This is an optimization exercise on Yosys and OpenROAD, whose aim is small area, not a production implementation.
Power and IR drop assume default switching activity.

Design csr_unit, start of the top module:
module csr_unit (
    input  logic        s_clk_i,
    input  logic        arst_n_i,
    input  logic [1:0]  unit_i,
    input  logic [3:0]  function_i,
    input  logic [11:0] payload_i,
    input  logic [31:0] val_i,
    input  logic [31:0] pc_i,
    input  logic [1:0]  imiscon_i,
    input  logic        hresp_i,
    input  logic        stall_i,
    input  logic        flush_i,
    input  logic        rstpp_i,
    input  logic        interrupted_i,
    input  logic        int_meip_i,
    input  logic        int_mtip_i,
    input  logic        int_msip_i,
    output logic [31:0] csr_rdata_o,
    output logic [31:0] exc_trap_o,
    output logic [31:0] int_trap_o,
    output logic [31:0] mepc_o,
    output logic        treturn_o,
    output logic        int_pending_o,
    output logic        exception_o
);
Size: roughly 300 flip-flops, roughly 230 I/O pins, roughly 17000 sq um of cells after synthesis.
Settings: LEC_CHECK=0, CAP_MARGIN=20, CORE_MARGIN=2, CORE_UTILIZATION=40, CTS_BUF_LIST=sky130_fd_sc_hd__clkbuf_2 sky130_fd_sc_hd__clkbuf_4 sky130_fd_sc_hd__clkbuf_8, CTS_CLUSTER_SIZE=30, SLEW_MARGIN=20; clock period 5.0 ns.
run.sh (not shown) runs the stock make flow with config.mk's settings and CLKGATE_MAP_FILE= SYNTH_SCRIPT=/design/flow/synth_recipe.tcl, a recipe that flattens the netlist after the stock synthesis.
The first run produced a layout that fails on negative setup slack.
Rerun with:
==> flow/flow/run.sh (new file) <==
#!/bin/bash
set -euo pipefail
cd "$(dirname "$0")/.."
W=$PWD
bash standard.sh synth SYNTH_SCRIPT="$W/flow/synth_area.tcl" > "$W/synth.log" 2>&1
bash standard.sh finish BUFFER_PORTS_ARGS="-buffer_cell sky130_fd_sc_hd__buf_1" > "$W/layout.log" 2>&1
==> flow/flow/area.abc (new file) <==
strash
&get -n
&st
&syn2
&dch -f
&nf -a
&put
topo
stime -c
==> flow/flow/synth_area.tcl (new file) <==
# The standard flow's synthesis script (synth_recipe.tcl) with one change: ABC maps the logic with
# flow/area.abc. Every synth call skips the fsm and share passes, as the standard flow's does.
set my_abc_script [file join [file dirname [file normalize [info script]]] area.abc]
proc synth {args} { yosys synth -nofsm -noshare {*}$args }
proc abc {args} {
  global my_abc_script
  set i [lsearch -exact $args -script]
  if { $i >= 0 } { lset args [expr {$i + 1}] $my_abc_script }
  yosys abc {*}$args
}
source $::env(SCRIPTS_DIR)/synth.tcl
# left out here: clear keep_hierarchy, flatten, clean up, hide names made inside functions, write 1_2_yosys.v
==> flow/standard.sh (new file) <==
#!/bin/bash
# synth_recipe.tcl (not shown) runs the flow's synth.tcl, then flattens the netlist and writes it again
# the make line also repeats each setting of config.mk as NAME=value (left out here)
make -C /OpenROAD-flow-scripts/flow DESIGN_CONFIG=/design/flow/config.mk WORK_HOME=/design/flow/orfs CLKGATE_MAP_FILE= SYNTH_SCRIPT=/design/flow/synth_recipe.tcl "${@:-finish}"
Settings changed: CTS_BUF_LIST sky130_fd_sc_hd__clkbuf_2 sky130_fd_sc_hd__clkbuf_4 sky130_fd_sc_hd__clkbuf_8 to sky130_fd_sc_hd__clkbuf_4, CTS_CLUSTER_SIZE 30 to unset.
removed: flow/run.sh
The new run completed without violations.
Non-clock buffer count shrinks by 46.
Final cell count went down by a few percent.
Sequential power hardly moves.
Cell area decreases by roughly a tenth.
No functional check of the RTL was part of any run of this note.

* * *

## the baseline
csr_unit, a different RTL version from the one above (not shown whole).
Size: about 1,500 cells after synthesis, ~230 I/O pins, ~15,000 µm² of cells after synthesis.
Design csr_unit, start of the top module:
module csr_unit (
    input  logic        s_clk_i,
    input  logic        arst_n_i,
    input  logic [1:0]  unit_i,
    input  logic [3:0]  function_i,
    input  logic [11:0] payload_i,
    input  logic [31:0] val_i,
    input  logic [31:0] pc_i,
    input  logic [1:0]  imiscon_i,
    input  logic        hresp_i,
    input  logic        stall_i,
    input  logic        flush_i,
    input  logic        rstpp_i,
    input  logic        interrupted_i,
    input  logic        int_meip_i,
    input  logic        int_mtip_i,
    input  logic        int_msip_i,
    output logic [31:0] csr_rdata_o,
    output logic [31:0] exc_trap_o,
    output logic [31:0] int_trap_o,
    output logic [31:0] mepc_o,
    output logic        treturn_o,
    output logic        int_pending_o,
    output logic        exception_o
);
    logic       is_csr, is_lsu, sys_op, csr_wr, mret;
    logic [1:0] fun;
    logic       pmav, e_iacc, e_ill, e_ecall, e_ebreak, e_misal, e_lsacc, misal;
    logic       exc_ready, trap, exc_take, commit;
    logic [4:0] exc_code, int_code, cause_code;
    assign fun    = function_i[1:0];
    assign is_csr = (unit_i == 2'd3);
    assign is_lsu = (unit_i == 2'd2);
    assign sys_op = is_csr & (function_i[2:0] == 3'd0);
    assign csr_wr = is_csr & (fun != 2'd0) & ~flush_i;
    assign mret   = sys_op & (payload_i == 12'h302) & ~flush_i;
    assign treturn_o = mret;
    assign misal    = ((fun == 2'd1) & val_i[0]) | ((fun == 2'd2) & (val_i[1:0] != 2'd0));
    assign pmav     = (imiscon_i == 2'd3);
    assign e_iacc   = (imiscon_i == 2'd2) | (pmav & ~is_lsu);
    assign e_ill    = (imiscon_i == 2'd1);
    assign e_ecall  = sys_op & (payload_i == 12'h000);
    assign e_ebreak = sys_op & (payload_i == 12'h001);
  ...
==> flow/config.mk <==
export PLATFORM = sky130hd
export DESIGN_NAME = csr_unit
export DESIGN_NICKNAME = csr_unit
export VERILOG_FILES = /design/flow/design.v
export SDC_FILE = /design/flow/constraint.sdc
export NUM_CORES = 4
export LEC_CHECK = 0
export CAP_MARGIN = 20
export CORE_MARGIN = 2
export CORE_UTILIZATION = 55
export SLEW_MARGIN = 20
==> flow/constraint.sdc <==
create_clock -name core_clock -period 5.0 [get_ports {s_clk_i}]
set_input_delay 1.0000 -clock core_clock [delete_from_list [all_inputs] [get_ports {s_clk_i}]]
set_output_delay 1.0000 -clock core_clock [all_outputs]
set_load 0.01 [all_outputs]
standard.sh (not shown) runs the stock make flow with config.mk's settings and CLKGATE_MAP_FILE= SYNTH_SCRIPT=/design/flow/synth_recipe.tcl, a recipe that flattens the netlist after the stock synthesis.
==> flow/flow/run.sh <==
#!/bin/bash
# Own layout flow: the standard ORFS flow (standard.sh) with these changes:
#  - synthesis maps logic with an area-oriented ABC script (flow/area.abc) instead of ORFS's
#    delay-oriented one; everything up to and including flip-flop mapping is unchanged, so the
#    registers (names, count, cell types) are the standard synthesis's;
#  - every input and output port still gets a buffer, but a sky130_fd_sc_hd__buf_1;
#  - clock tree synthesis without dummy loads, with larger sink clusters.
# Each step's full output goes to a log of its own in this folder; ORFS's own per-stage logs
# stay under orfs/logs/.
set -euo pipefail
cd "$(dirname "$0")/.."
W=$PWD
bash standard.sh synth SYNTH_SCRIPT="$W/flow/synth_area.tcl" > "$W/synth.log" 2>&1
CTS="-sink_clustering_enable -repair_clock_nets -dont_use_dummy_load"
CTS="$CTS -buf_list sky130_fd_sc_hd__clkbuf_4 -sink_clustering_size 8 -sink_clustering_max_diameter 40"
bash standard.sh floorplan place BUFFER_PORTS_ARGS="-buffer_cell sky130_fd_sc_hd__buf_1" > "$W/place.log" 2>&1
bash standard.sh cts CTS_ARGS="$CTS" > "$W/cts.log" 2>&1
bash standard.sh finish > "$W/route.log" 2>&1
==> flow/flow/area.abc <==
strash
&get -n
&st
&syn2
&dch -f
&nf -a
&put
topo
stime -c
==> flow/flow/synth_area.tcl <==
# The standard flow's synthesis script (synth_recipe.tcl) with one change: ABC maps the logic with
# flow/area.abc. Every synth call skips the fsm and share passes, as the standard flow's does.
set my_abc_script [file join [file dirname [file normalize [info script]]] area.abc]
proc synth {args} { yosys synth -nofsm -noshare {*}$args }
proc abc {args} {
  global my_abc_script
  set i [lsearch -exact $args -script]
  if { $i >= 0 } { lset args [expr {$i + 1}] $my_abc_script }
  yosys abc {*}$args
}
source $::env(SCRIPTS_DIR)/synth.tcl
# left out here: clear keep_hierarchy, flatten, clean up, hide names made inside functions, write 1_2_yosys.v
In the baseline the implementation completed, yet the final layout does not meet the checks, the culprit being negative setup slack.
Input-level comparison between the candidate and the baseline:
-- flow/flow/run.sh --
<<< the baseline, line 13
bash standard.sh synth SYNTH_SCRIPT="$W/flow/synth_area.tcl" > "$W/synth.log" 2>&1
CTS="-sink_clustering_enable -repair_clock_nets -dont_use_dummy_load"
CTS="$CTS -buf_list sky130_fd_sc_hd__clkbuf_4 -sink_clustering_size 8 -sink_clustering_max_diameter 40"
bash standard.sh floorplan place BUFFER_PORTS_ARGS="-buffer_cell sky130_fd_sc_hd__buf_1" > "$W/place.log" 2>&1
bash standard.sh cts CTS_ARGS="$CTS" > "$W/cts.log" 2>&1
>>> the candidate, line 13
bash standard.sh synth SYNTH_SCRIPT="$W/flow/synth_area.tcl" > "$W/synth.log" 2>&1
CTS="-sink_clustering_enable -repair_clock_nets -dont_use_dummy_load"
CTS="$CTS -buf_list sky130_fd_sc_hd__clkbuf_8 -sink_clustering_size 12 -sink_clustering_max_diameter 50"
bash standard.sh floorplan place BUFFER_PORTS_ARGS="-buffer_cell sky130_fd_sc_hd__buf_1" > "$W/place.log" 2>&1
bash standard.sh cts CTS_ARGS="$CTS" > "$W/cts.log" 2>&1
### Flow results
- No stage failed in the candidate, and the final checks on the layout all came back clean.
- The candidate: internal portion of total power about 8% above the baseline
- The candidate reports a higher synthesis-to-finish area growth than the baseline does.
- Looking only at count of plain and timing-repair buffers, and setting everything else aside, the lower value of the candidate and the baseline goes to the candidate.
- A cell type of the slowest stage on the worst timing path of sky130_fd_sc_hd__dfrtp_1 is what the baseline shows, while sky130_fd_sc_hd__fa_2 belongs to the candidate.
- In the candidate the proportion of power drawn by the clock network turned out 4.4 points higher than in the baseline.
Function was not checked in any run of this note: the RTL went through the layout flow alone.

## what the ideal ports hide
The results above use ideal ports. As a check the final layouts listed here were re-extracted and re-timed, cells and wires unchanged. Step 1, drivers: a clkbuf_16 drives s_clk_i and a buf_2 each remaining input, both assumed. Step 2 moves the port delays by t, midway between the first and last clock arrival at a register: inputs arrive t later, outputs are due t later. That takes back most of the time a late clock gives input paths. Three values: ideal ports, drivers, drivers and shift; two values: the first two.
| run | t, ns | setup slack, ns | latest minus earliest clock arrival (ns) | worst slew at a driven data input, ns | pins driven straight from the clock port |
|---|---|---|---|---|---|
| the first run of note 1 | 0.686 | -0.007 / -0.032 / -0.032 | 0.026 / 0.026 | 0.16 | 1 |
| the second run of note 1 | 0.796 | 0.221 / 0.170 / 0.432 | 0.052 / 0.051 | 0.05 | 1 |
| the baseline | 0.720 | -0.111 / -0.161 / -0.082 | 0.046 / 0.046 | 0.07 | 1 |
| the candidate | 0.582 | 0.063 / 0.012 / -0.029 | 0.040 / 0.040 | 0.07 | 1 |
With both steps, setup timing fails in the candidate, where it was met with ideal ports. For the candidate, which loses most, drivers alone change the setup slack by -0.051 ns; drivers and shift together by -0.092 ns.
